From an optimization exercise on the open Yosys and OpenROAD flow, aimed at small area and a short achievable clock period; shortcuts taken in it are not production practice. In this exercise RTL edits were held to simulation tests only and were not proved equivalent to the original. In every run shown here, the design's own scripts or RTL, not TritonCTS, make the clock network. The clock input has no modelled driver; a real chip could not lean on it and would need a root buffer or a full tree. Power and IR drop assume default switching activity.

File: design/flow/standard.sh
#!/bin/bash
# synth_recipe.tcl (not shown) runs the flow's synth.tcl, then flattens the netlist and writes it again
# the make line also repeats each setting of config.mk as NAME=value (left out here)
make -C /OpenROAD-flow-scripts/flow DESIGN_CONFIG=/design/flow/config.mk WORK_HOME=/design/flow/orfs CLKGATE_MAP_FILE= SYNTH_SCRIPT=/design/flow/synth_recipe.tcl "${@:-finish}"
File: design/flow/flow/my_tree.tcl
# Build a balanced two-level clock tree: the clock port feeds NROOT root
# buffers, each root feeds a group of leaf buffers, each leaf feeds a
# compact cluster of clock sinks (found by recursive median bisection).
proc mt_center {inst} {
  set bb [$inst getBBox]
  return [list [expr {([$bb xMin] + [$bb xMax]) / 2}] [expr {([$bb yMin] + [$bb yMax]) / 2}]]
}
# items: list of {x y payload}; split into k groups of near-equal size by
# recursive bisection across the wider extent
proc mt_split {items k} {
  if {$k <= 1 || [llength $items] < 2} { return [list $items] }
  set xs [lmap it $items {lindex $it 0}]
  set ys [lmap it $items {lindex $it 1}]
  set dx [expr {[tcl::mathfunc::max {*}$xs] - [tcl::mathfunc::min {*}$xs]}]
  set dy [expr {[tcl::mathfunc::max {*}$ys] - [tcl::mathfunc::min {*}$ys]}]
  set idx [expr {$dx >= $dy ? 0 : 1}]
  set s [lsort -integer -index $idx $items]
  set k1 [expr {$k / 2}]
  set h [expr {([llength $s] * $k1) / $k}]
  return [concat [mt_split [lrange $s 0 [expr {$h - 1}]] $k1] \
                 [mt_split [lrange $s $h end] [expr {$k - $k1}]]]
}
proc mt_out {b} { foreach it [$b getITerms] { if {[$it isOutputSignal]} { return $it } } }
proc mt_in {b} { foreach it [$b getITerms] { if {[$it isInputSignal]} { return $it } } }
proc mt_centroid {items} {
  set sx 0; set sy 0
  foreach it $items { incr sx [lindex $it 0]; incr sy [lindex $it 1] }
  set n [llength $items]
  return [list [expr {$sx / $n}] [expr {$sy / $n}]]
}
proc mt_build {clk_port_net nroot leaves_per_root bufname {rootname {}}} {
  if {$rootname eq {}} { set rootname $bufname }
  set block [ord::get_db_block]
  set db [ord::get_db]
  set master [$db findMaster $bufname]
  set rmaster [$db findMaster $rootname]
  set net [$block findNet $clk_port_net]
  set sinks {}
  foreach it [$net getITerms] {
    set inst [$it getInst]
    set c [mt_center $inst]
    lappend sinks [list [lindex $c 0] [lindex $c 1] $it]
  }
  puts "MT sinks [llength $sinks]"
  set ri 0
  set li 0
  foreach rg [mt_split $sinks $nroot] {
    set leaves {}
    foreach g [mt_split $rg $leaves_per_root] {
      set c [mt_centroid $g]
      set b [odb::dbInst_create $block $master "mtleaf_$li"]
      set n [odb::dbNet_create $block "mtnet_leaf_$li"]
      $n setSigType CLOCK
      foreach s $g { set it [lindex $s 2]; $it disconnect; $it connect $n }
      [mt_out $b] connect $n
      $b setLocation [lindex $c 0] [lindex $c 1]
      $b setPlacementStatus PLACED
      lappend leaves [list [lindex $c 0] [lindex $c 1] [mt_in $b]]
      incr li
    }
    set c [mt_centroid $leaves]
    set b [odb::dbInst_create $block $rmaster "mtroot_$ri"]
    set n [odb::dbNet_create $block "mtnet_root_$ri"]
    $n setSigType CLOCK
    foreach s $leaves { [lindex $s 2] connect $n }
    [mt_out $b] connect $n
    [mt_in $b] connect $net
    $b setLocation [lindex $c 0] [lindex $c 1]
    $b setPlacementStatus PLACED
    incr ri
  }
  $net setSigType CLOCK
  puts "MT built $li leaves, $ri roots"
}
File: design/flow/constraint.sdc
create_clock -name core_clock -period 4.5 [get_ports {clk}]
set_input_delay 0.9000 -clock core_clock [delete_from_list [all_inputs] [get_ports {clk}]]
set_output_delay 0.9000 -clock core_clock [all_outputs]
set_load 0.01 [all_outputs]
File: design/flow/flow/run.sh
#!/bin/bash
# Layout flow: the standard ORFS flow (standard.sh), with the clock tree
# built by flow/pre_cts.tcl (a two-level balanced tree) instead of TritonCTS.
# The whole make/ORFS output goes to standard_flow.log in the work folder;
# ORFS also keeps each step's own log under orfs/logs/.
set -euo pipefail
export PRE_CTS_TCL="$PWD/flow/pre_cts.tcl"
bash standard.sh > standard_flow.log 2>&1
File: design/flow/config.mk
export PLATFORM = sky130hd
export DESIGN_NAME = data_memory_responder
export DESIGN_NICKNAME = data_memory_responder
export VERILOG_FILES = /design/flow/design.v
export SDC_FILE = /design/flow/constraint.sdc
export NUM_CORES = 4
export LEC_CHECK = 0
export CAP_MARGIN = 20
export CORE_MARGIN = 2
export CORE_UTILIZATION = 60
export SETUP_SLACK_MARGIN = 2.6
export SLEW_MARGIN = 20
File: design/flow/flow/pre_cts.tcl
# Hook run by ORFS's cts.tcl before clock tree synthesis (PRE_CTS_TCL).
# Builds a balanced two-level clock tree instead of TritonCTS's: the clock
# port feeds 4 root buffers (buf_16), each root feeds 32 leaf buffers
# (clkbuf_8) and each leaf a compact cluster of about 17 flip-flops. The
# flow's own clock_tree_synthesis call is then replaced by one that only
# marks the clocks as propagated.
source [file join [file dirname [info script]] my_tree.tcl]
mt_build clk 4 32 sky130_fd_sc_hd__clkbuf_8 sky130_fd_sc_hd__buf_16
global_connect
rename clock_tree_synthesis orfs_clock_tree_synthesis_unused
proc clock_tree_synthesis {args} {
  puts "clock tree built by flow/pre_cts.tcl; TritonCTS not run"
  set_propagated_clock [all_clocks]
}
File: design/flow/design.v
module data_memory_responder #(
    parameter int DEPTH_LOG2 = 6,
    parameter int LATENCY    = 2
) (
    input  logic        clk,
    input  logic        reset,
    input  logic        req,
    input  logic        we,
    input  logic [31:0] addr,
    input  logic [31:0] wdata,
    output logic        ready,
    output logic [31:0] rdata,
    output logic        err,
    output logic        busy
);
    localparam int NRING = 8;
    localparam int RLEN  = 8;
    logic unused_addr_bits;
    assign unused_addr_bits = &{1'b0, addr[31:8], LATENCY[0], DEPTH_LOG2[0]};
    logic busy_q, a0, a1, a2, ready_q;
    logic idle_q;     
    always_ff @(posedge clk or negedge reset) begin
        if (!reset) begin
            busy_q  <= 1'b0;
            idle_q  <= 1'b1;
            a0      <= 1'b0;
            a1      <= 1'b0;
            a2      <= 1'b0;
            ready_q <= 1'b0;
        end else begin
            busy_q  <= busy_q ? !ready_q : req;
            idle_q  <= busy_q ? ready_q : !req;
            a0      <= idle_q && req;
            a1      <= a0;
            a2      <= a1;
            ready_q <= a2;
        end
    end
    logic             lat_we;
    logic [1:0]       lat_addr;
    logic [31:0]      lat_wdata;
    logic [NRING-1:0] ring_oh;
    logic             err_q;
    always_ff @(posedge clk) begin
        if (idle_q) begin
            lat_we    <= we;
            lat_addr  <= addr[1:0];
            lat_wdata <= wdata;
            for (int r = 0; r < NRING; r++) ring_oh[r] <= (addr[7:5] == 3'(r));
        end
    end
    always_ff @(posedge clk) err_q <= (lat_addr[1:0] != 2'b00);
    logic [2:0]      ph;
    logic [RLEN-1:0] phoh;
    always_ff @(posedge clk) begin
        ph <= ph + 3'd1;
        for (int i = 0; i < RLEN; i++) phoh[i] <= (ph + 3'd1 == 3'(i));
    end
    logic [RLEN-1:0] slot_new, pos_new, lpos;
    logic            al_new, al_lat;
    always_comb begin
        for (int i = 0; i < RLEN; i++) slot_new[i] = (addr[4:2] == 3'(i));
        for (int k = 0; k < RLEN; k++) begin
            pos_new[k] = 1'b0;
            for (int i = 0; i < RLEN; i++)
                pos_new[k] = pos_new[k] || (slot_new[i] && phoh[(k - i) & (RLEN - 1)]);
        end
    end
    always_ff @(posedge clk) begin
        if (idle_q) lpos <= {pos_new[RLEN-2:0], pos_new[RLEN-1]};
        else        lpos <= {lpos[RLEN-2:0], lpos[RLEN-1]};
    end
    assign al_new  = (addr[1:0] == 2'b00);
    assign al_lat  = (lat_addr[1:0] == 2'b00);
    logic             st_new, st_lat;
    logic [NRING-1:0] wen0, wen4;
    assign st_new = reset && req && we && al_new;
    assign st_lat = (a0 || a1 || a2) && lat_we && al_lat;
    always_ff @(posedge clk) begin
        for (int r = 0; r < NRING; r++) begin
            wen0[r] <= idle_q ? (st_new && addr[7:5] == 3'(r) && pos_new[6])
                              : (st_lat && ring_oh[r] && lpos[6]);
            wen4[r] <= idle_q ? (st_new && addr[7:5] == 3'(r) && pos_new[2])
                              : (st_lat && ring_oh[r] && lpos[2]);
        end
    end
    logic [31:0] ring [NRING][RLEN];
    for (genvar r = 0; r < NRING; r++) begin : g_ring
        always_ff @(posedge clk) begin
            for (int p = 0; p < RLEN; p++) begin
                if (p == 0)      ring[r][p] <= wen0[r] ? lat_wdata : ring[r][RLEN-1];
                else if (p == 4) ring[r][p] <= wen4[r] ? lat_wdata : ring[r][p-1];
                else             ring[r][p] <= ring[r][p-1];
            end
        end
    end
    logic             ld_new, ld_lat, hit_new, hit_lat;
    logic [NRING-1:0] rsel0, rsel3, rsel6;
    logic             cap;
    assign ld_new  = req && !we && al_new;
    assign ld_lat  = (a0 || a1) && !lat_we && al_lat;
    assign hit_new = (pos_new[7]) || (pos_new[2]) || (pos_new[5]);
    assign hit_lat = lpos[7] || lpos[2] || lpos[5];
    always_ff @(posedge clk) begin
        for (int r = 0; r < NRING; r++) begin
            rsel0[r] <= idle_q ? (ld_new && addr[7:5] == 3'(r) && pos_new[7])
                               : (ld_lat && ring_oh[r] && lpos[7]);
            rsel3[r] <= idle_q ? (ld_new && addr[7:5] == 3'(r) && pos_new[2])
                               : (ld_lat && ring_oh[r] && lpos[2]);
            rsel6[r] <= idle_q ? (ld_new && addr[7:5] == 3'(r) && pos_new[5])
                               : (ld_lat && ring_oh[r] && lpos[5]);
        end
    end
    always_ff @(posedge clk or negedge reset) begin
        if (!reset) cap <= 1'b0;
        else        cap <= idle_q ? (req && (!al_new || (!we && hit_new)))
                                  : (ld_lat && hit_lat);
    end
    logic [31:0] rd_mux;
    always_comb begin
        rd_mux = 32'h0;
        for (int r = 0; r < NRING; r++) begin
            rd_mux = rd_mux | ({32{rsel0[r]}} & ring[r][0]) | ({32{rsel3[r]}} & ring[r][3]) |
                     ({32{rsel6[r]}} & ring[r][6]);
        end
    end
    logic        clr;
    logic [31:0] rdata_q;
    always_ff @(posedge clk or negedge reset) begin
        if (!reset) clr <= 1'b1;
        else        clr <= 1'b0;
    end
    always_ff @(posedge clk) begin
        if (clr)      rdata_q <= 32'h0;
        else if (cap) rdata_q <= rd_mux;
    end
    assign ready = ready_q;
    assign busy  = busy_q;
    assign rdata = rdata_q;
    assign err   = err_q;
endmodule
==> impl_metrics.env, run 1 <==
export IMPL_status="no timing/DRC/antenna violations"
export IMPL_period_needed_ns=1.98
export IMPL_cp_slowest_cell="dfrtp_1"
export IMPL_reg2reg_depth=5
export IMPL_drc=0
export IMPL_drv_slew=0
export IMPL_drive_gt1_share_pct=22.4
export IMPL_fin_setup_tns_ns=0
export IMPL_dp_cells=4860
export IMPL_final_common_cell="dfxtp_1"
export IMPL_tightest_slew_ns=1.06
export IMPL_ant_nets=0
export IMPL_drv_cap=0
export IMPL_crit_type="reg -> out"
export IMPL_synth_top_area_cell="dfxtp_1"
export IMPL_peakVddDrop_uv=460
export IMPL_final_cell_mix="2067 x dfxtp_1, 494 x mux2_2, 210 x a22oi_1"
export IMPL_hold_end="ring[37][31]"
export IMPL_vias=28700
export IMPL_initial_core_util_pct=60.4
export IMPL_cp_arrival_ns=1.08
export IMPL_nets=3858
export IMPL_dr_pass1_iters=6
export IMPL_hold_viol_final=0
export IMPL_nFillCells=6767
export IMPL_critPathTopFamily="flip-flops"
export IMPL_yosysWarnings=2
export IMPL_hold_buffers=0
export IMPL_netlist_instances=3676
export IMPL_synth_edff_count=43
export IMPL_synth_area_leaders="dfxtp_1 76%, mux2_2 9.9%, a22oi_1 2.8%"
export IMPL_die_h_microns=310
export IMPL_netlist_area_sq_mm=0.0563
export IMPL_grt_pass1_vias=29300
export IMPL_ys_flop_type="dfxtp_1"
export IMPL_routedWlPerCell_microns=28.6
export IMPL_hpwlAfterDp_mm=74.9
export IMPL_crit_required_ns=3.60
export IMPL_r2r_end="rdata_q[30]"
export IMPL_avgSynthCellArea_sq_um=15.3
export IMPL_syn2layout_area_growth_pct=8.26
export IMPL_grt_use_total_pct=29.3
export IMPL_yosys_register_bits=2191
export IMPL_wirelength_mm=144
export IMPL_yosysUniqueCellTypes=57
export IMPL_ioPinCount=103
export IMPL_rsz0062_at_grt="true"
export IMPL_die_w_microns=310
export IMPL_grt_ovfl_total=0
export IMPL_grt_max_degree=33
export IMPL_holdPathStages=0
export IMPL_slew_headroom_pct=29.1
export IMPL_finalNonFillerCells=5037
export IMPL_antenna_found_initial=3
export IMPL_clkLatencyLatePin_ns=0.54
export IMPL_crit_chain="buf_2"
export IMPL_rows=112
export IMPL_p_leak_uw=0.0236
export IMPL_final_cell_area_sq_mm=0.0610
export IMPL_core_sq_mm=0.0932
export IMPL_holdCritStartpoint="ring[36][31]"
export IMPL_fin_util_pct=65.4
export IMPL_place_congestion=0.824
export IMPL_setup_viol=0
export IMPL_endpoint_kind="output pin"
export IMPL_portBuffers=78
export IMPL_crit_path_max_incr_delay_ns=0.41
export IMPL_grt_first_pass_wirelength_mm=204
export IMPL_die_area_sq_mm=0.0963
export IMPL_r2r_slack_ns=2.62
export IMPL_post_dp_cell_area_sq_mm=0.0583
export IMPL_path_buf_inv=1
export IMPL_drtIter0Drc=2280
export IMPL_fin_worst_skew_ns=0.0399
export IMPL_fmax_mhz=504
export IMPL_min_path_type="reg -> reg"
export IMPL_vias_per_cell=5.71
export IMPL_fin_crit_sh_pct=44.1
export IMPL_crit_fanout=3
export IMPL_reg2reg_from="rsel0[7]"
export IMPL_start_kind="flop"
export IMPL_power_density_mw_per_mm2=483
export IMPL_async_flop_share_pct=0.365
export IMPL_ys_seq_area_share_pct=78.7
export IMPL_syn_nets=3749
export IMPL_path_clk_slew_ns=0.11
export IMPL_synthDominantCellAreaShare_pct=76.1
export IMPL_antenna_cells=0
cell families after synthesis:
logic type | count (synthesis) | share of synthesized area [%]
AOI/OAI and AO/OA | 451 | 6.34
xor gates and xnor gates | 1 | 0.0156
adders and majority gates | 5 | 0.111
buffers and inverters | 203 | 1.44
DFF | 2191 | 78.7
muxes | 530 | 10.6
other | 1 | 0.00666
and+or+nand+nor | 294 | 2.68
worst max-delay path by stage:
stage,depth (start not counted),from,slack (ns),end
5_1_grt,1,busy_q,2.48,busy
3_3_place_gp,5,addr[2],1.34,rsel3[1]
6_report,1,busy_q,2.52,busy
4_1_cts,1,busy_q,2.49,busy
2_1_floorplan,5,addr[2],2.57,wen0[1]
3_5_place_dp,5,addr[2],1.16,rsel3[7]
synthesized netlist by cell type (3+ instances only):
cell type  instances
dfxtp_1         2140
mux2_2           494
a22oi_1          210
clkbuf_1         101
nor2_1            78
nand4_1           73
nand2_1           66
a22o_1            63
buf_1             58
a221oi_1          56
edfxtp_1          43
a222oi_1          32
o21ai_1           26
buf_2             25
a211oi_1          22
and3_1            22
mux2_1            18
inv_1             16
mux2i_1           14
nand3_1           14
nand2b_1          11
and2_1             9
o31a_1             9
o2bb2ai_1          8
dfrtp_1            6
ha_1               5
o22ai_1            5
a21oi_1            4
a31oi_1            4
mux4_2             4
nor3_1             4
o21ai_0            4
nor3b_1            3
sequential cells by signal, indices dropped and copies added, names as in the netlist, 2 cells and up:
signal     cells
ring        2048
lat_wdata     32
rdata_q       32
lpos           8
phoh           8
ring_oh        8
rsel0          8
rsel3          8
rsel6          8
wen0           8
wen4           8
ph             3
lat_addr       2
metal layers:
layer,GRT usage [%],share of wire (%)
met5,0,0
met4,7.09,2.7
met3,3.34,5.7
met2,49.1,47
met1,40.8,44
power by group:
part | internal (uW) | leakage, uW | total (uW) | switching [uW]
registers | 20300 | 0.0178 | 20800 | 485
logic | 301 | 0.00478 | 562 | 261
clock network | 2720 | 0.000971 | 8080 | 5360
repair_timing:
item                                    CTS  global route
pin swaps                                 0             3
endpoints found under the hold margin     0             0
endpoints found under the setup margin  226            90
buffers inserted                         24            21
resized for setup                       280            20
cell type report:
type	count	area [sq um]	area share (%)
Buffer	132	1870	3.07
Inverter	16	60.1	0.0985
Multi-Input combinational cell	1282	11300	18.5
Sequential cell	2191	44600	73.1
Tap cell	1254	1570	2.57
Timing Repair Buffer	162	1640	2.69
metrics by stage:
| stage | hold slack (ns) | setup slack (ns) | total power [uW] |
|---|---|---|---|
| global route | 0.328 | 2.48 | 30300 |
| global placement | 0.310 | 1.34 | 21700 |
| detailed placement | 0.312 | 1.16 | 21700 |
| floorplan | 0.310 | 2.57 | 21300 |
| CTS | 0.322 | 2.49 | 29500 |
| finish | 0.321 | 2.52 | 29400 |
==> run 2: changes to the inputs <==
--- a/design/flow/design.v
+++ b/design/flow/design.v
@@ -28,8 +28,8 @@
             a2      <= 1'b0;
             ready_q <= 1'b0;
         end else begin
-            busy_q  <= busy_q ? !ready_q : req;
-            idle_q  <= busy_q ? ready_q : !req;
+            busy_q  <= (idle_q && req) || a0 || a1 || a2;
+            idle_q  <= !((idle_q && req) || a0 || a1 || a2);
             a0      <= idle_q && req;
             a1      <= a0;
             a2      <= a1;
--- a/design/flow/config.mk
+++ b/design/flow/config.mk
@@ -7,6 +7,6 @@
 export LEC_CHECK = 0
 export CAP_MARGIN = 20
 export CORE_MARGIN = 2
-export CORE_UTILIZATION = 60
+export CORE_UTILIZATION = 70
 export SETUP_SLACK_MARGIN = 2.6
 export SLEW_MARGIN = 20
==> impl_metrics.env, run 2 <==
export IMPL_r2r_slack_ns=2.61
export IMPL_dr_pass1_iters=8
export IMPL_hold_buffers=0
export IMPL_ioPinCount=103
export IMPL_grt_pass1_vias=29600
export IMPL_grt_ovfl_total=0
export IMPL_grt_first_pass_wirelength_mm=197
export IMPL_synthDominantCellAreaShare_pct=76.1
export IMPL_period_needed_ns=1.92
export IMPL_vias_per_cell=6.05
export IMPL_p_int_uw=25800
export IMPL_yosysUniqueCellTypes=61
export IMPL_hpwlAfterDp_mm=75.3
export IMPL_crit_fanout=2
export IMPL_synth_most_common_cell="dfxtp_1"
export IMPL_clockPowerShare_pct=23.9
export IMPL_drc=0
export IMPL_sw_frac_of_total_pct=23.0
export IMPL_endpoint_kind="output pin"
export IMPL_nFillCells=4857
export IMPL_fin_crit_sh_pct=42.7
export IMPL_rows=104
export IMPL_yosysWarnings=2
export IMPL_place_congestion=0.831
export IMPL_critPathTopFamily="flip-flops"
export IMPL_fmax_mhz=521
export IMPL_synth_commonest_cells="2140 x dfxtp_1, 515 x mux2_2, 207 x a22oi_1"
export IMPL_antenna_cells=0
export IMPL_grt_max_degree=35
export IMPL_final_common_cell="dfxtp_1"
export IMPL_peakVddDrop_uv=537
export IMPL_drive_gt1_share_pct=23.2
export IMPL_drv_slew=0
export IMPL_tightest_slew_ns=0.962
export IMPL_antenna_found_initial=2
export IMPL_synth_edff_count=43
export IMPL_fin_worst_skew_ns=0.0295
export IMPL_p_sw_uw=7710
export IMPL_largest_reg_flops=2048
export IMPL_p_seq_share_pct=70.7
export IMPL_start_kind="flop"
export IMPL_netlist_instances=3665
export IMPL_wl_met3_mm=8.99
export IMPL_yosys_register_bits=2191
export IMPL_wl_met2_mm=65.3
export IMPL_ys_seq_area_share_pct=78.7
export IMPL_synth_top_area_cell="dfxtp_1"
export IMPL_cp_arrival_ns=1.02
export IMPL_ys_flop_type="dfxtp_1"
export IMPL_async_flop_share_pct=0.365
export IMPL_combPwrFrac_pct=5.4
export IMPL_crit_chain="buf_6"
export IMPL_syn2layout_area_growth_pct=7.94
export IMPL_crit_required_ns=3.60
export IMPL_cp_slowest_cell="dfxtp_4"
export IMPL_fin_setup_tns_ns=0
export IMPL_slew_headroom_pct=35.9
export IMPL_path_clk_slew_ns=0.10
export IMPL_core_sq_mm=0.0800
export IMPL_clkLatencyLatePin_ns=0.52
export IMPL_grt_use_total_pct=32.7
export IMPL_p_leak_uw=0.0239
export IMPL_synth_area_leaders="dfxtp_1 76%, mux2_2 10%, a22oi_1 2.8%"
export IMPL_power_density_mw_per_mm2=551
export IMPL_setup_viol=0
export IMPL_die_h_microns=288
export IMPL_hold_viol_final=0
export IMPL_die_w_microns=288
export IMPL_min_path_type="reg -> reg"
export IMPL_netlist_area_sq_mm=0.0563
export IMPL_drv_cap=0
export IMPL_routedWlPerCell_microns=28.8
export IMPL_fin_util_pct=75.9
export IMPL_syn_nets=3738
export IMPL_crit_path_max_incr_delay_ns=0.40
export IMPL_wirelength_mm=139
export IMPL_rsz0062_at_grt="true"
export IMPL_regMostFlops="ring"
export IMPL_crit_type="reg -> out"
export IMPL_avgSynthCellArea_sq_um=15.4
export IMPL_initial_core_util_pct=70.4
export IMPL_final_cell_mix="2067 x dfxtp_1, 512 x mux2_2, 207 x a22oi_1"
export IMPL_portBuffers=78
export IMPL_status="no timing/DRC/antenna violations"
export IMPL_die_area_sq_mm=0.0827
export IMPL_maxUsedRoutingLayer="met4"
export IMPL_path_buf_inv=1
export IMPL_wl_met1_mm=60.1
export IMPL_vias=29200
export IMPL_ant_nets=0
export IMPL_reg_largest_list="ring (2048), lat_wdata (32), rdata_q (32)"
export IMPL_drtIter0Drc=2601
export IMPL_nets=3843
-- run 2: cell types whose count changed after synthesis, moves of 11 or more --
cell      before  now
nand3_1       14    3
mux2_2       494  515
o21ai_1       26    2
buf_2         25    6
mux2_1        18    1
clkbuf_1     101  125
-- run 2: path summary, 6_finish.rpt --
kind	start	end	cells after the start
worst min-delay path	ring[52][9]	ring[53][9]	0
worst max-delay path	rdata_q[30]	rdata[30]	1
min in group asynchronous	reset	cap	1
worst min register to register	ring[52][9]	ring[53][9]	0
worst max register to register	rsel0[2]	rdata_q[22]	5
max in group asynchronous	reset	idle_q	1
-- run 2: cell type report --
| cell class | count | area, sq um | area share [%] |
|---|---|---|---|
| plain buffers | 132 | 1870 | 3.08 |
| inverters | 20 | 80.1 | 0.132 |
| multi-input cells | 1262 | 11300 | 18.6 |
| flip-flops and latches | 2191 | 44600 | 73.3 |
| well taps | 1060 | 1330 | 2.18 |
| repair buffers | 163 | 1670 | 2.75 |
-- run 2: routing by layer --
metal	vias to the layer above	global-route usage, %
met2	1126	53.8
li1	12900	-
met1	14900	46.2
met5	-	0
met3	280	3.56
met4	0	9.49
-- run 2: what timing repair did --
item,in CTS,in global routing
resized for setup,286,37
endpoints found under the setup margin,355,87
buffers inserted,17,16
cloned,1,1
pin swaps,1,2
-- run 2: cells by family (layout without fill, tap and decap cells) --
logic type | count (synthesis) | in the layout | share of synthesized area, %
AO/OA/AOI/OAI | 444 | 444 | 6.40
XOR/XNOR | 1 | 1 | 0.0156
adder cells (fa/ha/maj) | 5 | 5 | 0.111
buffers and inverters | 213 | 315 | 1.47
flip-flops | 2191 | 2191 | 78.7
multiplexers | 531 | 531 | 10.7
other | 1 | 1 | 0.00666
AND/OR/NAND/NOR | 279 | 280 | 2.57
-- run 2: power by group through the flow --
stage / logic [uW] / registers, uW / clock network [uW]
2_1_floorplan: 1150 / 23300 / 0
3_3_place_gp: 1470 / 24000 / 0
3_5_place_dp: 1520 / 24100 / 0
4_1_cts: 1730 / 23700 / 8000
5_1_grt: 1920 / 23900 / 8700
6_report: 1810 / 23700 / 7990
-- run 2: stage by stage --
step | cells | total power [uW] | hold slack, ns | setup WS [ns] | area (sq um)
3_5_place_dp | 4661 | 25600 | 0.312 | 1.03 | 58200
6_report | 4828 | 33500 | 0.324 | 2.58 | 60800
3_3_place_gp | 4660 | 25500 | 0.310 | 1.12 | 58100
5_1_grt | 4828 | 34500 | 0.315 | 2.52 | 60800
4_1_cts | 4811 | 33400 | 0.318 | 2.55 | 60400
2_1_floorplan | 3665 | 24400 | 0.310 | 2.29 | 56300
==> run 3: changes to the inputs <==
--- a/design/flow/config.mk
+++ b/design/flow/config.mk
@@ -7,6 +7,7 @@
 export LEC_CHECK = 0
 export CAP_MARGIN = 20
 export CORE_MARGIN = 2
-export CORE_UTILIZATION = 70
+export CORE_UTILIZATION = 63
+export PLACE_DENSITY = 0.72
 export SETUP_SLACK_MARGIN = 2.6
 export SLEW_MARGIN = 20
==> impl_metrics.env, run 3 <==
export IMPL_syn_nets=3738
export IMPL_synth_edff_count=43
export IMPL_drtIter0Drc=2806
export IMPL_synth_commonest_cells="2140 x dfxtp_1, 515 x mux2_2, 207 x a22oi_1"
export IMPL_period_needed_ns=1.94
export IMPL_total_power_uw=33600
export IMPL_drc=0
export IMPL_grt_use_total_pct=30.3
export IMPL_post_dp_cell_area_sq_mm=0.0583
export IMPL_async_flop_share_pct=0.365
export IMPL_r2r_slack_ns=2.58
export IMPL_cp_arrival_ns=1.04
export IMPL_ioPinCount=103
export IMPL_clkLatencyLatePin_ns=0.53
export IMPL_holdPathStages=0
export IMPL_hold_buffers=0
export IMPL_cp_slowest_cell="dfxtp_4"
export IMPL_crit_chain="buf_6"
export IMPL_met2_usage_pct=48.1
export IMPL_p_int_uw=25800
export IMPL_largest_reg_flops=2048
export IMPL_ys_seq_area_share_pct=78.7
export IMPL_top_usage_layer="met2"
export IMPL_drv_cap=0
export IMPL_die_h_microns=303
export IMPL_status="no timing/DRC/antenna violations"
export IMPL_dr_pass1_iters=18
export IMPL_die_w_microns=303
export IMPL_fin_worst_skew_ns=0.0239
export IMPL_setup_viol=0
export IMPL_synth_most_common_cell="dfxtp_1"
export IMPL_dp_cells=4764
export IMPL_final_common_cell="dfxtp_1"
export IMPL_endpoint_kind="output pin"
export IMPL_synth_top_area_cell="dfxtp_1"
export IMPL_avgSynthCellArea_sq_um=15.4
export IMPL_reg_largest_list="ring (2048), lat_wdata (32), rdata_q (32)"
export IMPL_grt_first_pass_wirelength_mm=202
export IMPL_core_sq_mm=0.0885
export IMPL_die_area_sq_mm=0.0918
export IMPL_critPathTopFamily="flip-flops"
export IMPL_vias_per_cell=5.96
export IMPL_p_leak_uw=0.0240
export IMPL_vias=29500
export IMPL_p_sw_uw=7740
export IMPL_combPwrFrac_pct=5.5
export IMPL_ant_nets=0
export IMPL_synth_area_leaders="dfxtp_1 76%, mux2_2 10%, a22oi_1 2.8%"
export IMPL_synthDominantCellAreaShare_pct=76.1
export IMPL_globalRouteMet3Util_pct=3.47
export IMPL_hpwlAfterDp_mm=75.7
export IMPL_power_density_mw_per_mm2=550
export IMPL_reg2reg_depth=5
export IMPL_yosys_register_bits=2191
export IMPL_fin_setup_tns_ns=0
export IMPL_clockPowerShare_pct=23.9
export IMPL_hold_end="ring[38][30]"
export IMPL_holdCritStartpoint="ring[37][30]"
export IMPL_netlist_area_sq_mm=0.0563
export IMPL_final_cell_mix="2068 x dfxtp_1, 512 x mux2_2, 207 x a22oi_1"
export IMPL_grt_ovfl_total=0
export IMPL_path_buf_inv=1
export IMPL_regMostFlops="ring"
export IMPL_crit_type="reg -> out"
export IMPL_rsz0062_at_grt="true"
export IMPL_slew_headroom_pct=44.8
export IMPL_yosysWarnings=2
export IMPL_finalNonFillerCells=4944
export IMPL_routedWlPerCell_microns=28.7
export IMPL_final_cell_area_sq_mm=0.0610
export IMPL_crit_path_max_incr_delay_ns=0.41
export IMPL_start_kind="flop"
export IMPL_netlist_instances=3665
export IMPL_nFillCells=5810
export IMPL_drv_slew=0
export IMPL_syn2layout_area_growth_pct=8.40
export IMPL_antenna_found_initial=6
export IMPL_crit_required_ns=3.60
export IMPL_sw_frac_of_total_pct=23.1
export IMPL_r2r_end="rdata_q[5]"
export IMPL_drive_gt1_share_pct=23.5
export IMPL_fin_crit_sh_pct=43.0
export IMPL_nets=3853
export IMPL_wirelength_mm=142
export IMPL_use_met1_pct=44.3
export IMPL_portBuffers=78
export IMPL_ys_flop_type="dfxtp_1"
export IMPL_tightest_slew_ns=0.828
export IMPL_min_path_type="reg -> reg"
export IMPL_initial_core_util_pct=63.6
export IMPL_path_clk_slew_ns=0.11
export IMPL_reg2reg_from="rsel0[3]"
export IMPL_fin_util_pct=69.0
export IMPL_peakVddDrop_uv=432
export IMPL_grt_max_degree=39
export IMPL_p_seq_share_pct=70.6
export IMPL_hold_viol_final=0
export IMPL_crit_fanout=2
export IMPL_fmax_mhz=516
export IMPL_yosysUniqueCellTypes=61
export IMPL_place_congestion=0.816
export IMPL_grt_pass1_vias=29600
export IMPL_rows=109
==> run 3: cell counts after synthesis <==
No cell type changed its count.
==> run 3: area by class of cell <==
| class | instances | area [sq um] | area share (%) |
|---|---|---|---|
| flip-flops and latches | 2191 | 44500 | 73.0 |
| multi-input cells | 1262 | 11300 | 18.5 |
| plain buffers | 132 | 1870 | 3.07 |
| repair buffers | 173 | 1800 | 2.95 |
| well taps | 1165 | 1460 | 2.39 |
| inverters | 20 | 80.1 | 0.131 |
| diodes | 1 | 2.50 | 0.00410 |
==> run 3: worst max path at each step <==
stage / from / to / slack, ns / cells past startpoint
2_1_floorplan: addr[4] / cap / 2.29 / 5
3_3_place_gp: addr[2] / rsel3[7] / 1.06 / 5
3_5_place_dp: addr[2] / rsel3[4] / 0.99 / 5
4_1_cts: rdata_q[30] / rdata[30] / 2.41 / 1
5_1_grt: busy_q / busy / 2.52 / 1
6_report: rdata_q[31] / rdata[31] / 2.56 / 1
==> run 3: kinds of logic after synthesis <==
kind of cell,share of synthesized area [%]
AND/OR/NAND/NOR,2.57
other,0.00666
multiplexers,10.7
XOR/XNOR,0.0156
AO/OA/AOI/OAI,6.40
adder cells (fa/ha/maj),0.111
buffers and inverters,1.47
flip-flops,78.7
==> run 3: per-layer routing <==
layer | wire length [microns] | share of wire [%]
met1 | 61700 | 43
met4 | 4770 | 3.4
met2 | 64600 | 46
met3 | 10800 | 7.6
met5 | 0 | 0
==> run 3: repair_timing <==
item | 4_1_cts | 5_1_grt
gates cloned | 2 | 1
pin swaps | 2 | 3
setup endpoints to repair | 339 | 79
buffers inserted | 31 | 13
resized for setup | 288 | 28
==> run 3: power groups by stage <==
stage          registers (uW)  clock network, uW  logic [uW]
6_report                23700               8010        1860
5_1_grt                 23900               8740        1970
3_3_place_gp            24000                  0        1440
3_5_place_dp            24200                  0        1490
4_1_cts                 23700               8060        1820
2_1_floorplan           23300                  0        1150
==> run 3: per-stage QoR <==
stage / setup WS, ns / hold slack, ns
global route: 2.52 / 0.330
floorplan: 2.29 / 0.310
finish: 2.56 / 0.315
global placement: 1.06 / 0.310
CTS: 2.41 / 0.319
detailed placement: 0.990 / 0.312
==> run 4: changes to the inputs <==
--- a/design/flow/config.mk
+++ b/design/flow/config.mk
@@ -7,7 +7,6 @@
 export LEC_CHECK = 0
 export CAP_MARGIN = 20
 export CORE_MARGIN = 2
-export CORE_UTILIZATION = 63
-export PLACE_DENSITY = 0.72
+export CORE_UTILIZATION = 60
 export SETUP_SLACK_MARGIN = 2.6
 export SLEW_MARGIN = 20
==> impl_metrics.env, run 4 <==
export IMPL_reg2reg_from="rsel6[1]"
export IMPL_drv_cap=0
export IMPL_die_h_microns=310
export IMPL_cp_arrival_ns=1.05
export IMPL_met2_usage_pct=45.9
export IMPL_crit_fanout=3
export IMPL_globalRouteMet3Util_pct=3.45
export IMPL_hold_buffers=0
export IMPL_async_flop_share_pct=0.365
export IMPL_netlist_area_sq_mm=0.0563
export IMPL_peakVddDrop_uv=618
export IMPL_rsz0062_at_grt="true"
export IMPL_synth_edff_count=43
export IMPL_hpwlAfterDp_mm=74.5
export IMPL_vias_per_cell=5.75
export IMPL_crit_start="rdata_q[0]"
export IMPL_fmax_mhz=513
export IMPL_setup_viol=0
export IMPL_portBuffers=78
export IMPL_reg_largest_list="ring (2048), lat_wdata (32), rdata_q (32)"
export IMPL_tightest_slew_ns=1.11
export IMPL_grt_ovfl_total=0
export IMPL_nets=3840
export IMPL_regMostFlops="ring"
export IMPL_synth_most_common_cell="dfxtp_1"
export IMPL_die_w_microns=310
export IMPL_sw_frac_of_total_pct=23.1
export IMPL_fin_crit_sh_pct=43.3
export IMPL_start_kind="flop"
export IMPL_period_needed_ns=1.95
export IMPL_min_path_type="reg -> reg"
export IMPL_drive_gt1_share_pct=23.2
export IMPL_syn2layout_area_growth_pct=8.22
export IMPL_crit_required_ns=3.60
export IMPL_drtIter0Drc=2323
export IMPL_ant_nets=0
export IMPL_rows=112
export IMPL_synth_top_area_cell="dfxtp_1"
export IMPL_grt_max_degree=33
export IMPL_hold_viol_final=0
export IMPL_p_leak_uw=0.0239
export IMPL_dr_pass1_iters=7
export IMPL_reg2reg_depth=5
export IMPL_crit_path_end="rdata[0]"
export IMPL_fin_setup_tns_ns=0
export IMPL_antenna_found_initial=3
export IMPL_syn_nets=3738
export IMPL_yosysWarnings=2
export IMPL_critPathTopFamily="flip-flops"
export IMPL_crit_type="reg -> out"
export IMPL_use_met1_pct=42.9
export IMPL_routedWlPerCell_microns=28.5
export IMPL_r2r_slack_ns=2.60
export IMPL_r2r_end="rdata_q[6]"
export IMPL_final_common_cell="dfxtp_1"
export IMPL_crit_chain="buf_6"
export IMPL_place_congestion=0.792
export IMPL_drc=0
export IMPL_dp_cells=4849
export IMPL_netlist_instances=3665
export IMPL_ioPinCount=103
export IMPL_clockPowerShare_pct=24.0
export IMPL_largest_reg_flops=2048
export IMPL_top_usage_layer="met2"
export IMPL_grt_pass1_vias=29400
export IMPL_ys_flop_type="dfxtp_1"
export IMPL_grt_use_total_pct=29.2
export IMPL_initial_core_util_pct=60.4
export IMPL_p_sw_uw=7740
export IMPL_drv_slew=0
export IMPL_path_buf_inv=1
export IMPL_yosysUniqueCellTypes=61
export IMPL_crit_path_max_incr_delay_ns=0.41
export IMPL_vias=28900
export IMPL_combPwrFrac_pct=5.4
export IMPL_ys_seq_area_share_pct=78.7
export IMPL_synth_commonest_cells="2140 x dfxtp_1, 515 x mux2_2, 207 x a22oi_1"
export IMPL_finalNonFillerCells=5020
export IMPL_status="no timing/DRC/antenna violations"
export IMPL_cp_slowest_cell="dfxtp_4"
export IMPL_p_int_uw=25800
export IMPL_final_cell_mix="2067 x dfxtp_1, 515 x mux2_2, 207 x a22oi_1"
export IMPL_path_clk_slew_ns=0.10
export IMPL_grt_first_pass_wirelength_mm=203
export IMPL_slew_headroom_pct=26.2
export IMPL_power_density_mw_per_mm2=550
export IMPL_core_sq_mm=0.0932
export IMPL_p_seq_share_pct=70.6
export IMPL_yosys_register_bits=2191
export IMPL_clkLatencyLatePin_ns=0.53
export IMPL_endpoint_kind="output pin"
export IMPL_cp_depth=1
export IMPL_fin_worst_skew_ns=0.0374
export IMPL_synth_area_leaders="dfxtp_1 76%, mux2_2 10%, a22oi_1 2.8%"
export IMPL_die_area_sq_mm=0.0963
export IMPL_wirelength_mm=143
export IMPL_synthDominantCellAreaShare_pct=76.1
export IMPL_avgSynthCellArea_sq_um=15.4
[run 4: cell count changes in the layout (fill, tap and decap cells not counted), moves of 4 or more]
cell,before,now
buf_12,12,7
buf_4,68,58
buf_8,0,4
dfxtp_2,28,33
dfxtp_4,44,40
[run 4: what timing repair did]
action,4_1_cts,5_1_grt
cloned,1,0
pin swaps,0,1
setup buffers,26,11
resized for setup,284,23
setup endpoints to repair,227,69
[run 4: through the flow]
stage	setup WS [ns]	utilization, %	power, uW	hold slack, ns	area [sq um]
after floorplan	2.29	-	24400	0.310	56300
after global placement	0.984	62.6	25500	0.310	58300
after detailed placement	0.920	62.6	25700	0.312	58300
after CTS	2.52	65.2	33600	0.326	60800
after global routing	2.51	65.4	34700	0.324	60900
final	2.55	65.4	33500	0.322	60900
[run 4: area by class of cell]
type / count / area [sq um]
diodes: 1 / 2.50
plain buffers: 132 / 1870
fillers: 6760 / 32300
inverters: 20 / 80.1
multi-input cells: 1262 / 11300
flip-flops and latches: 2191 / 44500
well taps: 1254 / 1570
repair buffers: 160 / 1620
[run 4: worst min-delay path by stage]
stage,startpoint,to,slack [ns],cells past startpoint
final,ring[37][2],ring[38][2],0.32,0
after global routing,ring[1][9],ring[2][9],0.32,0
after CTS,ring[37][2],ring[38][2],0.33,0
after detailed placement,ring[9][4],ring[10][4],0.31,0
after global placement,ring[36][15],ring[37][15],0.31,0
after floorplan,ring[9][0],ring[10][0],0.31,0
[run 4: power groups by stage]
stage,Clock (uW),Combinational (uW),Sequential [uW]
after CTS,8130,1780,23700
final,8050,1810,23700
after detailed placement,0,1510,24100
after global placement,0,1470,24000
after global routing,8800,1930,23900
after floorplan,0,1150,23300
[run 4: worst register-to-register path: cells and delay by family, from the launching register on]
kind,cells,cell delay (ns)
flops,1,0.60
buf+inv,1,0.48
compound gates,3,0.52
simple gates,1,0.20
[run 4: cell families (layout without fill, tap and decap cells)]
logic type	Yosys count	count (layout)	synth area share, %
simple gates	279	280	2.57
fa+ha+maj	5	5	0.111
mux	531	531	10.7
compound gates	444	444	6.40
xor+xnor	1	1	0.0156
flops	2191	2191	78.7
other cells	1	2	0.00666
buf+inv	213	312	1.47
[run 4: routing by layer]
| layer | up-vias | wire length [microns] |
|---|---|---|
| met4 | 2 | 4450 |
| li1 | 12900 | - |
| met2 | 969 | 63800 |
| met3 | 240 | 8480 |
| met5 | - | 12 |
| met1 | 14800 | 66300 |
==> run 5: changes to the inputs <==
--- a/design/flow/config.mk
+++ b/design/flow/config.mk
@@ -7,6 +7,7 @@
 export LEC_CHECK = 0
 export CAP_MARGIN = 20
 export CORE_MARGIN = 2
-export CORE_UTILIZATION = 60
-export SETUP_SLACK_MARGIN = 2.6
+export CORE_UTILIZATION = 63
+export PLACE_DENSITY = 0.68
+export SETUP_SLACK_MARGIN = 2.65
 export SLEW_MARGIN = 20
==> impl_metrics.env, run 5 <==
export IMPL_fin_setup_tns_ns=0
export IMPL_path_buf_inv=1
export IMPL_crit_fanout=1
export IMPL_netlist_instances=3665
export IMPL_r2r_end="ring[8][17]"
export IMPL_setup_viol=0
export IMPL_crit_type="reg -> out"
export IMPL_synth_most_common_cell="dfxtp_1"
export IMPL_reg2reg_depth=2
export IMPL_largest_reg_flops=2048
export IMPL_routedWlPerCell_microns=28.4
export IMPL_hold_buffers=0
export IMPL_min_path_type="reg -> reg"
export IMPL_hpwlAfterDp_mm=77.6
export IMPL_synth_commonest_cells="2140 x dfxtp_1, 515 x mux2_2, 207 x a22oi_1"
export IMPL_ys_flop_type="dfxtp_1"
export IMPL_rsz0062_at_grt="true"
export IMPL_die_area_sq_mm=0.0918
export IMPL_netlist_area_sq_mm=0.0563
export IMPL_reg2reg_from="wen0[1]"
export IMPL_path_clk_slew_ns=0.11
export IMPL_r2r_slack_ns=2.65
export IMPL_yosys_register_bits=2191
export IMPL_synthDominantCellAreaShare_pct=76.1
export IMPL_drc=0
export IMPL_post_dp_cell_area_sq_mm=0.0583
export IMPL_core_sq_mm=0.0885
export IMPL_drv_cap=0
export IMPL_hold_end="ring[50][15]"
export IMPL_drv_slew=0
export IMPL_endpoint_kind="output pin"
export IMPL_yosysUniqueCellTypes=61
export IMPL_antenna_found_initial=5
export IMPL_status="no timing/DRC/antenna violations"
export IMPL_grt_first_pass_wirelength_mm=200
export IMPL_die_w_microns=303
export IMPL_portBuffers=78
export IMPL_seqCellArea_sq_mm=0.0446
export IMPL_ys_seq_area_share_pct=78.7
export IMPL_synth_area_leaders="dfxtp_1 76%, mux2_2 10%, a22oi_1 2.8%"
export IMPL_initial_core_util_pct=63.6
export IMPL_clkLatencyLatePin_ns=0.53
export IMPL_top_usage_layer="met2"
export IMPL_crit_chain="buf_6"
export IMPL_drive_gt1_share_pct=23.9
export IMPL_fin_worst_skew_ns=0.0279
export IMPL_start_kind="flop"
export IMPL_fin_crit_sh_pct=43.6
export IMPL_async_flop_share_pct=0.365
export IMPL_drtIter0Drc=2776
export IMPL_reg_largest_list="ring (2048), lat_wdata (32), rdata_q (32)"
export IMPL_fmax_mhz=510
export IMPL_regMostFlops="ring"
export IMPL_grt_ovfl_total=0
export IMPL_crit_required_ns=3.60
export IMPL_final_cell_area_sq_mm=0.0612
export IMPL_nFillCells=6028
export IMPL_ant_nets=0
export IMPL_crit_path_max_incr_delay_ns=0.41
export IMPL_holdPathStages=0
export IMPL_vias=29300
export IMPL_yosysWarnings=2
export IMPL_wirelength_mm=141
export IMPL_final_common_cell="dfxtp_1"
export IMPL_grt_max_degree=33
export IMPL_nets=3871
export IMPL_holdCritStartpoint="ring[49][15]"
export IMPL_synth_edff_count=43
export IMPL_globalRouteMet3Util_pct=3.44
export IMPL_grt_pass1_vias=29400
export IMPL_total_power_uw=33600
export IMPL_multi_input_area_sq_mm=0.0113
export IMPL_cp_arrival_ns=1.06
export IMPL_grt_use_total_pct=30.1
export IMPL_place_congestion=0.815
export IMPL_tightest_slew_ns=0.859
export IMPL_dr_pass1_iters=18
export IMPL_syn2layout_area_growth_pct=8.63
export IMPL_rows=109
export IMPL_slew_headroom_pct=42.7
export IMPL_synth_top_area_cell="dfxtp_1"
export IMPL_period_needed_ns=1.96
export IMPL_final_cell_mix="2067 x dfxtp_1, 513 x mux2_2, 207 x a22oi_1"
export IMPL_met2_usage_pct=48.7
export IMPL_use_met1_pct=43.4
export IMPL_ioPinCount=103
export IMPL_hold_viol_final=0
export IMPL_peakVddDrop_uv=434
export IMPL_avgSynthCellArea_sq_um=15.4
export IMPL_cp_slowest_cell="dfrtp_1"
export IMPL_p_leak_uw=0.0241
export IMPL_power_density_mw_per_mm2=549
export IMPL_vias_per_cell=5.90
export IMPL_syn_nets=3738
export IMPL_die_h_microns=303
export IMPL_critPathTopFamily="flip-flops"
-- run 5: cell counts after synthesis --
Identical to the previous run, type by type.
-- run 5: metrics by stage --
step                utilization [%]  instances  hold slack [ns]  setup WS, ns
floorplan                         -       3665            0.310          2.29
global placement               65.9       4770            0.310          1.07
detailed placement             65.9       4770            0.312         0.982
CTS                            68.7       4933            0.329          2.53
global route                   69.1       4961            0.330          2.51
finish                         69.1       4964            0.320          2.54
-- run 5: per-layer routing --
layer  up-vias  share of wire (%)  wire length (microns)
met1     15000                 44                  62800
li1      13000                  -                      -
met3       233                6.5                   9200
met2      1128                 46                  65300
met5         -                  0                      0
met4         0                2.7                   3870
-- run 5: power by group --
group	switching [uW]	internal [uW]	leakage (uW)
clock	5310	2720	0.000971
sequential	1530	22100	0.0180
combinational	928	967	0.00509
total	7770	25800	0.0241
-- run 5: layout make-up --
cell class              count  area share [%]
plain buffers             132            3.06
multi-input cells        1262            18.5
inverters                  20           0.131
repair buffers            191            3.11
well taps                1165            2.38
diodes                      3          0.0123
flip-flops and latches   2191            72.8
-- run 5: timing repair --
action / in CTS / in global routing
pin swaps: 1 / 1
gates resized for setup: 301 / 32
gates cloned: 1 / 1
endpoints found under the setup margin: 352 / 87
buffers inserted: 30 / 27
-- run 5: cells by family (layout without fill, tap and decap cells) --
kind of cell	count (synthesis)	in the layout	share of synthesized area, %
AOI/OAI and AO/OA	444	444	6.40
xor gates and xnor gates	1	1	0.0156
adders and majority gates	5	5	0.111
buffers and inverters	213	343	1.47
DFF	2191	2191	78.7
muxes	531	531	10.7
other	1	4	0.00666
and+or+nand+nor	279	280	2.57
-- run 5: worst max path at each step --
| stage | from | to | slack, ns | depth (start not counted) |
|---|---|---|---|---|
| after floorplan | addr[4] | cap | 2.29 | 5 |
| after global placement | addr[2] | rsel3[7] | 1.07 | 5 |
| after detailed placement | addr[2] | rsel3[1] | 0.98 | 5 |
| after CTS | ready_q | ready | 2.53 | 1 |
| after global routing | ready_q | ready | 2.51 | 1 |
| final | ready_q | ready | 2.54 | 1 |
==> run 6: changes to the inputs <==
--- a/design/flow/config.mk
+++ b/design/flow/config.mk
@@ -8,6 +8,5 @@
 export CAP_MARGIN = 20
 export CORE_MARGIN = 2
 export CORE_UTILIZATION = 63
-export PLACE_DENSITY = 0.68
 export SETUP_SLACK_MARGIN = 2.65
 export SLEW_MARGIN = 20
==> impl_metrics.env, run 6 <==
export IMPL_tightest_slew_ns=1.14
export IMPL_routedWlPerCell_microns=28.6
export IMPL_die_w_microns=303
export IMPL_synth_edff_count=43
export IMPL_grt_use_total_pct=30.2
export IMPL_vias=28800
export IMPL_dr_pass1_iters=23
export IMPL_final_common_cell="dfxtp_1"
export IMPL_initial_core_util_pct=63.6
export IMPL_peakVddDrop_uv=473
export IMPL_wl_met1_mm=62.8
export IMPL_power_density_mw_per_mm2=548
export IMPL_reg2reg_depth=5
export IMPL_ioPinCount=103
export IMPL_wirelength_mm=142
export IMPL_async_flop_share_pct=0.365
export IMPL_path_clk_slew_ns=0.10
export IMPL_wl_met3_mm=9.46
export IMPL_total_power_uw=33500
export IMPL_syn2layout_area_growth_pct=8.67
export IMPL_yosysWarnings=2
export IMPL_crit_path_max_incr_delay_ns=0.41
export IMPL_clkLatencyLatePin_ns=0.52
export IMPL_slew_headroom_pct=24.0
export IMPL_wl_met2_mm=65.3
export IMPL_antenna_found_initial=3
export IMPL_syn_nets=3738
export IMPL_fin_util_pct=69.1
export IMPL_status="no timing/DRC/antenna violations"
export IMPL_largest_reg_flops=2048
export IMPL_ant_nets=0
export IMPL_endpoint_kind="output pin"
export IMPL_reg2reg_from="rsel6[2]"
export IMPL_path_buf_inv=1
export IMPL_nets=3866
export IMPL_synth_most_common_cell="dfxtp_1"
export IMPL_drc=0
export IMPL_hold_end="ring[22][3]"
export IMPL_p_leak_uw=0.0241
export IMPL_drv_slew=0
export IMPL_fin_setup_tns_ns=0
export IMPL_ys_seq_area_share_pct=78.7
export IMPL_final_cell_mix="2068 x dfxtp_1, 512 x mux2_2, 207 x a22oi_1"
export IMPL_cp_arrival_ns=1.04
export IMPL_final_cell_area_sq_mm=0.0612
export IMPL_yosysUniqueCellTypes=61
export IMPL_die_area_sq_mm=0.0918
export IMPL_portBuffers=78
export IMPL_ys_flop_type="dfxtp_1"
export IMPL_crit_start="rdata_q[31]"
export IMPL_hpwlAfterDp_mm=76.6
export IMPL_drv_cap=0
export IMPL_start_kind="flop"
export IMPL_avgSynthCellArea_sq_um=15.4
export IMPL_synth_commonest_cells="2140 x dfxtp_1, 515 x mux2_2, 207 x a22oi_1"
export IMPL_crit_chain="buf_6"
export IMPL_crit_fanout=2
export IMPL_synth_top_area_cell="dfxtp_1"
export IMPL_regMostFlops="ring"
export IMPL_yosys_register_bits=2191
export IMPL_fin_worst_skew_ns=0.0178
export IMPL_crit_type="reg -> out"
export IMPL_reg_largest_list="ring (2048), lat_wdata (32), rdata_q (32)"
export IMPL_vias_per_cell=5.82
export IMPL_maxUsedRoutingLayer="met5"
export IMPL_crit_required_ns=3.60
export IMPL_synth_area_leaders="dfxtp_1 76%, mux2_2 10%, a22oi_1 2.8%"
export IMPL_grt_max_degree=33
export IMPL_period_needed_ns=1.94
export IMPL_synthDominantCellAreaShare_pct=76.1
export IMPL_place_congestion=0.823
export IMPL_drive_gt1_share_pct=23.8
export IMPL_netlist_instances=3665
export IMPL_r2r_slack_ns=2.64
export IMPL_r2r_end="rdata_q[9]"
export IMPL_die_h_microns=303
export IMPL_grt_pass1_vias=28900
export IMPL_holdCritStartpoint="ring[21][3]"
export IMPL_grt_ovfl_total=0
export IMPL_fmax_mhz=515
export IMPL_critPathTopFamily="flip-flops"
export IMPL_hold_viol_final=0
export IMPL_holdPathStages=0
export IMPL_rsz0062_at_grt="true"
export IMPL_min_path_type="reg -> reg"
export IMPL_drtIter0Drc=2740
export IMPL_cp_slowest_cell="dfxtp_4"
export IMPL_netlist_area_sq_mm=0.0563
export IMPL_grt_first_pass_wirelength_mm=199
export IMPL_setup_viol=0
export IMPL_rows=109
export IMPL_post_dp_cell_area_sq_mm=0.0583
export IMPL_core_sq_mm=0.0885
export IMPL_fin_crit_sh_pct=43.1
run 6: changes by cell type in the layout (fill, tap and decap cells not counted), moves of 2 or more:
cell / before / now
diode_2: 3 / 1
buf_12: 5 / 13
nor3_2: 0 / 2
buf_6: 44 / 46
buf_16: 8 / 6
buf_2: 1 / 3
buf_4: 90 / 75
run 6: cell families after synthesis:
group,synth area share (%)
XOR/XNOR,0.0156
buffers and inverters,1.47
AND/OR/NAND/NOR,2.57
other,0.00666
AO/OA/AOI/OAI,6.40
adder cells (fa/ha/maj),0.111
flip-flops,78.7
multiplexers,10.7
run 6: worst max path at each step:
stage,to,slack (ns),cells after the start
after global placement,rsel3[2],1.03,5
after floorplan,cap,2.29,5
final,rdata[31],2.56,1
after CTS,ready,2.54,1
after global routing,ready,2.53,1
after detailed placement,rsel3[2],0.93,5
run 6: final cells by class:
class / instances / area [sq um]
flip-flops and latches: 2191 / 44500
fillers: 6042 / 27300
multi-input cells: 1262 / 11300
repair buffers: 186 / 1940
plain buffers: 132 / 1870
well taps: 1165 / 1460
inverters: 20 / 80.1
diodes: 1 / 2.50
run 6: per-stage QoR:
stage	hold WS [ns]	setup WS (ns)	std cells
detailed placement	0.312	0.928	4767
finish	0.326	2.56	4957
CTS	0.327	2.54	4925
global placement	0.309	1.03	4767
floorplan	0.310	2.29	3665
global route	0.327	2.53	4956
run 6: timing repair:
action,in CTS,in global routing
pin swaps,2,3
setup buffers,25,29
resized for setup,301,29
cloned,1,2
endpoints found under the setup margin,372,88
hold buffers,0,0
run 6: metal layers:
| layer | track usage, % | vias up |
|---|---|---|
| met5 | 0 | - |
| met4 | 8.54 | 4 |
| met3 | 4.69 | 240 |
| met2 | 48.5 | 1021 |
| met1 | 42.7 | 14600 |
| li1 | - | 12900 |
run 6: power breakdown:
group	switching [uW]	internal [uW]	leakage, uW
Combinational	904	942	0.00509
Clock	5300	2720	0.000971
Sequential	1530	22100	0.0180
Total	7730	25800	0.0241
==> run 7: changes to the inputs <==
--- a/design/flow/config.mk
+++ b/design/flow/config.mk
@@ -5,6 +5,7 @@
 export SDC_FILE = /design/flow/constraint.sdc
 export NUM_CORES = 4
 export LEC_CHECK = 0
+export ABC_AREA = 1
 export CAP_MARGIN = 20
 export CORE_MARGIN = 2
 export CORE_UTILIZATION = 63
==> impl_metrics.env, run 7 <==
export IMPL_status="no timing/DRC/antenna violations"
export IMPL_die_h_microns=305
export IMPL_critPathTopFamily="flip-flops"
export IMPL_fmax_mhz=513
export IMPL_die_area_sq_mm=0.0932
export IMPL_yosysUniqueCellTypes=46
export IMPL_cp_arrival_ns=1.05
export IMPL_endpoint_kind="output pin"
export IMPL_synth_top_area_cell="dfxtp_1"
export IMPL_grt_max_degree=45
export IMPL_drive_gt1_share_pct=18.7
export IMPL_grt_first_pass_wirelength_mm=197
export IMPL_reg2reg_depth=7
export IMPL_fin_setup_tns_ns=0
export IMPL_holdPathStages=0
export IMPL_crit_chain="buf_2"
export IMPL_hpwlAfterDp_mm=72.8
export IMPL_crit_path_max_incr_delay_ns=0.39
export IMPL_ioPinCount=103
export IMPL_antenna_found_initial=5
export IMPL_avgSynthCellArea_sq_um=13.5
export IMPL_portBuffers=78
export IMPL_path_buf_inv=1
export IMPL_power_density_mw_per_mm2=583
export IMPL_setup_ws_ns=2.55
export IMPL_final_cell_mix="2067 x dfxtp_1, 722 x nand2_1, 449 x mux2_2"
export IMPL_drtIter0Drc=2594
export IMPL_synth_commonest_cells="2140 x dfxtp_1, 722 x nand2_1, 449 x mux2_2"
export IMPL_initial_core_util_pct=63.6
export IMPL_syn2layout_area_growth_pct=7.57
export IMPL_peakVddDrop_uv=670
export IMPL_start_kind="flop"
export IMPL_crit_required_ns=3.60
export IMPL_rsz0062_at_grt="true"
export IMPL_tightest_slew_ns=1.10
export IMPL_regMostFlops="ring"
export IMPL_crit_start="busy_q"
export IMPL_holdCritStartpoint="ring[37][24]"
export IMPL_crit_fanout=1
export IMPL_die_w_microns=305
export IMPL_netlist_area_sq_mm=0.0572
export IMPL_synthDominantCellAreaShare_pct=74.9
export IMPL_dr_pass1_iters=5
export IMPL_clkLatencyLatePin_ns=0.53
export IMPL_wirelength_mm=141
export IMPL_p_leak_uw=0.0257
export IMPL_cp_depth=1
export IMPL_vias_per_cell=5.53
export IMPL_crit_type="reg -> out"
export IMPL_async_flop_share_pct=0.365
export IMPL_hold_viol_final=0
export IMPL_ant_nets=0
export IMPL_routedWlPerCell_microns=25.7
export IMPL_path_clk_slew_ns=0.10
export IMPL_drv_cap=0
export IMPL_place_ws_ns=1.50
export IMPL_syn_nets=4299
export IMPL_cp_slowest_cell="dfrtp_1"
export IMPL_period_needed_ns=1.95
export IMPL_min_path_type="reg -> reg"
export IMPL_drv_slew=0
export IMPL_ys_flop_type="dfxtp_1"
export IMPL_fin_worst_skew_ns=0.0292
export IMPL_final_common_cell="dfxtp_1"
export IMPL_yosysWarnings=2
export IMPL_synth_most_common_cell="dfxtp_1"
export IMPL_grt_ovfl_total=0
export IMPL_ys_seq_area_share_pct=77.5
export IMPL_drc=0
export IMPL_nets=4385
export IMPL_synth_area_leaders="dfxtp_1 75%, mux2_2 8.8%, nand2_1 4.7%"
export IMPL_reg_largest_list="ring (2048), lat_wdata (32), rdata_q (32)"
export IMPL_grt_pass1_vias=29400
export IMPL_yosys_register_bits=2191
export IMPL_setup_viol=0
export IMPL_place_congestion=0.785
export IMPL_reg2reg_from="rsel3[2]"
export IMPL_grt_use_total_pct=29.1
export IMPL_rows=110
export IMPL_largest_reg_flops=2048
export IMPL_netlist_instances=4226
export IMPL_vias=30300
export IMPL_synth_edff_count=43
export IMPL_core_sq_mm=0.0900
export IMPL_fin_crit_sh_pct=43.3
export IMPL_slew_headroom_pct=26.4
==> run 7: cell count changes after synthesis, moves of 32 or more <==
cell      change
buf_1        -55
inv_1        +57
mux2_1       +35
o21ai_0      +80
a22oi_1     -207
nand4_1      -47
a222oi_1     -32
a22o_1       -53
mux2_2       -66
a21oi_1      +38
a221oi_1     +87
nand3_1      +58
nand2_1     +663
buf_2        +42
==> run 7: metal layers <==
layer / up-vias / GRT usage (%) / wire length (microns)
li1: 14100 / - / -
met1: 15100 / 43.7 / 65900
met2: 936 / 45.1 / 61900
met3: 210 / 3.32 / 8740
met4: 0 / 7.53 / 4250
met5: - / 0 / 0
==> run 7: cell families (layout without fill, tap and decap cells) <==
| group | Yosys count | after routing | share of synthesized area (%) |
|---|---|---|---|
| DFF | 2191 | 2191 | 77.5 |
| and+or+nand+nor | 944 | 944 | 6.75 |
| muxes | 485 | 485 | 9.55 |
| AOI/OAI and AO/OA | 332 | 332 | 4.18 |
| buffers and inverters | 267 | 351 | 1.91 |
| adders and majority gates | 5 | 5 | 0.109 |
| other | 1 | 2 | 0.00655 |
| xor gates and xnor gates | 1 | 1 | 0.0153 |
==> run 7: timing repair <==
action	4_1_cts	5_1_grt
buffers inserted	15	10
hold buffers	0	0
setup endpoints to repair	130	103
resized for setup	261	25
==> run 7: report_power, final <==
part,total [uW],internal [uW],switching [uW]
Clock,8050,2720,5330
Sequential,25500,23500,2040
Combinational,2280,1160,1110
Total,35900,27400,8480
==> run 7: per-stage QoR <==
step / util (%) / hold slack [ns] / instances / total power, uW / instance area (sq um)
2_1_floorplan: - / 0.310 / 4226 / 26400 / 57300
3_3_place_gp: 65.6 / 0.309 / 5328 / 27900 / 59100
3_5_place_dp: 65.7 / 0.312 / 5329 / 28000 / 59100
4_1_cts: 68.1 / 0.325 / 5476 / 35900 / 61300
5_1_grt: 68.4 / 0.330 / 5486 / 37200 / 61500
6_report: 68.4 / 0.324 / 5487 / 35900 / 61500
==> run 7: cell type report <==
cell class / instances / area, sq um
Sequential cell: 2191 / 44500
Buffer: 132 / 1870
Multi-Input combinational cell: 1768 / 11900
Inverter: 80 / 314
Tap cell: 1176 / 1470
Fill cell: 6684 / 28500
Timing Repair Buffer: 139 / 1460
Antenna cell: 1 / 2.50
==> run 7: final timing paths <==
kind | slack (ns) | end
worst min register to register | 0.32 | ring[38][24]
worst min-delay path | 0.32 | ring[38][24]
worst max-delay path | 2.55 | busy
worst max register to register | 2.69 | rdata_q[15]
max in group asynchronous | 3.79 | clr
min in group asynchronous | 0.39 | cap
==> run 8: changes to the inputs <==
--- a/design/flow/config.mk
+++ b/design/flow/config.mk
@@ -5,8 +5,9 @@
 export SDC_FILE = /design/flow/constraint.sdc
 export NUM_CORES = 4
 export LEC_CHECK = 0
-export ABC_AREA = 1
 export CAP_MARGIN = 20
+export CELL_PAD_IN_SITES_DETAIL_PLACEMENT = 0
+export CELL_PAD_IN_SITES_GLOBAL_PLACEMENT = 0
 export CORE_MARGIN = 2
 export CORE_UTILIZATION = 63
 export SETUP_SLACK_MARGIN = 2.65
==> impl_metrics.env, run 8 <==
export IMPL_status="no timing/DRC/antenna violations"
export IMPL_vias_per_cell=5.82
export IMPL_min_path_type="reg -> reg"
export IMPL_crit_fanout=2
export IMPL_synthDominantCellAreaShare_pct=76.1
export IMPL_fin_setup_tns_ns=0
export IMPL_synth_most_common_cell="dfxtp_1"
export IMPL_die_h_microns=303
export IMPL_antenna_found_initial=3
export IMPL_grt_first_pass_wirelength_mm=199
export IMPL_critPathTopFamily="flip-flops"
export IMPL_drive_gt1_share_pct=23.8
export IMPL_grt_use_total_pct=30.2
export IMPL_wirelength_mm=142
export IMPL_ant_nets=0
export IMPL_netlist_area_sq_mm=0.0563
export IMPL_die_w_microns=303
export IMPL_async_flop_share_pct=0.365
export IMPL_dp_cells=4767
export IMPL_fmax_mhz=515
export IMPL_grt_max_degree=33
export IMPL_yosys_register_bits=2191
export IMPL_period_needed_ns=1.94
export IMPL_tightest_slew_ns=1.14
export IMPL_crit_type="reg -> out"
export IMPL_grt_pass1_vias=28900
export IMPL_yosysUniqueCellTypes=61
export IMPL_finalNonFillerCells=4957
export IMPL_peakVddDrop_uv=473
export IMPL_syn_nets=3738
export IMPL_reg_largest_list="ring (2048), lat_wdata (32), rdata_q (32)"
export IMPL_start_kind="flop"
export IMPL_crit_required_ns=3.60
export IMPL_syn2layout_area_growth_pct=8.67
export IMPL_endpoint_kind="output pin"
export IMPL_final_common_cell="dfxtp_1"
export IMPL_ioPinCount=103
export IMPL_synth_area_leaders="dfxtp_1 76%, mux2_2 10%, a22oi_1 2.8%"
export IMPL_yosysWarnings=2
export IMPL_core_sq_mm=0.0885
export IMPL_setup_ws_ns=2.56
export IMPL_avgSynthCellArea_sq_um=15.4
export IMPL_final_cell_mix="2068 x dfxtp_1, 512 x mux2_2, 207 x a22oi_1"
export IMPL_p_leak_uw=0.0241
export IMPL_rows=109
export IMPL_cp_slowest_cell="dfxtp_4"
export IMPL_initial_core_util_pct=63.6
export IMPL_place_congestion=0.823
export IMPL_drv_slew=0
export IMPL_cp_arrival_ns=1.04
export IMPL_fin_crit_sh_pct=43.1
export IMPL_hold_viol_final=0
export IMPL_drc=0
export IMPL_synth_top_area_cell="dfxtp_1"
export IMPL_ys_flop_type="dfxtp_1"
export IMPL_clkLatencyLatePin_ns=0.52
export IMPL_largest_reg_flops=2048
export IMPL_netlist_instances=3665
export IMPL_slew_headroom_pct=24.0
export IMPL_place_ws_ns=0.928
export IMPL_vias=28800
export IMPL_ys_seq_area_share_pct=78.7
export IMPL_dr_pass1_iters=23
export IMPL_power_density_mw_per_mm2=548
export IMPL_synth_commonest_cells="2140 x dfxtp_1, 515 x mux2_2, 207 x a22oi_1"
export IMPL_setup_viol=0
export IMPL_die_area_sq_mm=0.0918
export IMPL_hpwlAfterDp_mm=76.6
export IMPL_nets=3866
export IMPL_fin_worst_skew_ns=0.0178
export IMPL_rsz0062_at_grt="true"
export IMPL_drv_cap=0
export IMPL_drtIter0Drc=2740
export IMPL_hold_buffers=0
export IMPL_regMostFlops="ring"
export IMPL_portBuffers=78
export IMPL_path_clk_slew_ns=0.10
export IMPL_routedWlPerCell_microns=28.6
export IMPL_crit_path_max_incr_delay_ns=0.41
export IMPL_synth_edff_count=43
export IMPL_crit_chain="buf_6"
export IMPL_path_buf_inv=1
export IMPL_grt_ovfl_total=0
## run 8: path summary, 6_finish.rpt
path                             startpoint          end  slack (ns)  cells past startpoint
worst max register to register     rsel6[2]   rdata_q[9]        2.64                      5
worst max-delay path            rdata_q[31]    rdata[31]        2.56                      1
max in group asynchronous             reset          clr        3.80                      1
worst min-delay path            ring[21][3]  ring[22][3]        0.33                      0
worst min register to register  ring[21][3]  ring[22][3]        0.33                      0
min in group asynchronous             reset          cap        0.38                      1
## run 8: final cells by class
cell class                      instances  area [sq um]
Fill cell                            6042         27300
Antenna cell                            1          2.50
Tap cell                             1165          1460
Multi-Input combinational cell       1262         11300
Timing Repair Buffer                  186          1940
Buffer                                132          1870
Sequential cell                      2191         44500
Inverter                               20          80.1
## run 8: what timing repair did
action,4_1_cts,5_1_grt
cloned,1,2
pin swaps,2,3
gates resized for setup,301,29
buffers inserted,25,29
setup endpoints to repair,372,88
## run 8: kinds of logic (layout without fill, tap and decap cells)
group / Yosys count / after routing / share of synthesized area (%)
flops: 2191 / 2191 / 78.7
mux: 531 / 531 / 10.7
compound gates: 444 / 444 / 6.40
simple gates: 279 / 280 / 2.57
buf+inv: 213 / 338 / 1.47
fa+ha+maj: 5 / 5 / 0.111
other cells: 1 / 2 / 0.00666
xor+xnor: 1 / 1 / 0.0156
## run 8: report_power, final
group	switching (uW)	internal, uW
registers	1530	22100
logic	904	942
clock network	5300	2720
total	7730	25800
## run 8: metrics by stage
stage	total power (uW)	hold slack [ns]	area [sq um]	utilization, %
after floorplan	24400	0.310	56400	-
after global placement	25500	0.309	58300	65.9
after detailed placement	25700	0.312	58300	65.9
after CTS	33500	0.327	60800	68.7
after global routing	34700	0.327	61200	69.1
final	33500	0.326	61200	69.1
## run 8: metal layers
layer | wire (microns) | track usage, % | up-vias
li1 | - | - | 12900
met4 | 4240 | 8.54 | 4
met3 | 9460 | 4.69 | 240
met5 | 23 | 0 | -
met1 | 62800 | 42.7 | 14600
met2 | 65300 | 48.5 | 1021

-- port drivers added, routing unchanged --
How much do the figures lean on ideal ports? The routed layouts below were timed once more, with nothing changed but the port constraints.
Step 1: set_driving_cell puts a clkbuf_16 on clk and a buf_2 on each other input, an assumption about the parent block.
Step 2 moves the port delays by t, midway between the first and last clock arrival at a register: inputs arrive t later, outputs are due t later. That takes back most of the time a late clock gives input paths.
a / b / c = ideal / step 1 / step 2; a / b = the first two.
run	t, ns	slack for setup (ns)	worst setup path at the end	worst slew at a driven data input, ns
run 1	0.679	2.516 / 2.354 / 2.138	input to register	0.06
run 2	0.668	2.580 / 2.414 / 2.019	input to register	0.13
run 3	0.678	2.563 / 2.398 / 2.016	input to register	0.08
run 4	0.682	2.551 / 2.382 / 2.057	input to register	0.06
run 5	0.676	2.538 / 2.373 / 2.042	input to register	0.06
run 6	0.679	2.560 / 2.392 / 1.999	input to register	0.14
run 7	0.678	2.551 / 2.390 / 2.118	input to register	0.05
run 8	0.679	2.560 / 2.392 / 1.999	input to register	0.14
After both steps setup and hold are still met in every run listed.
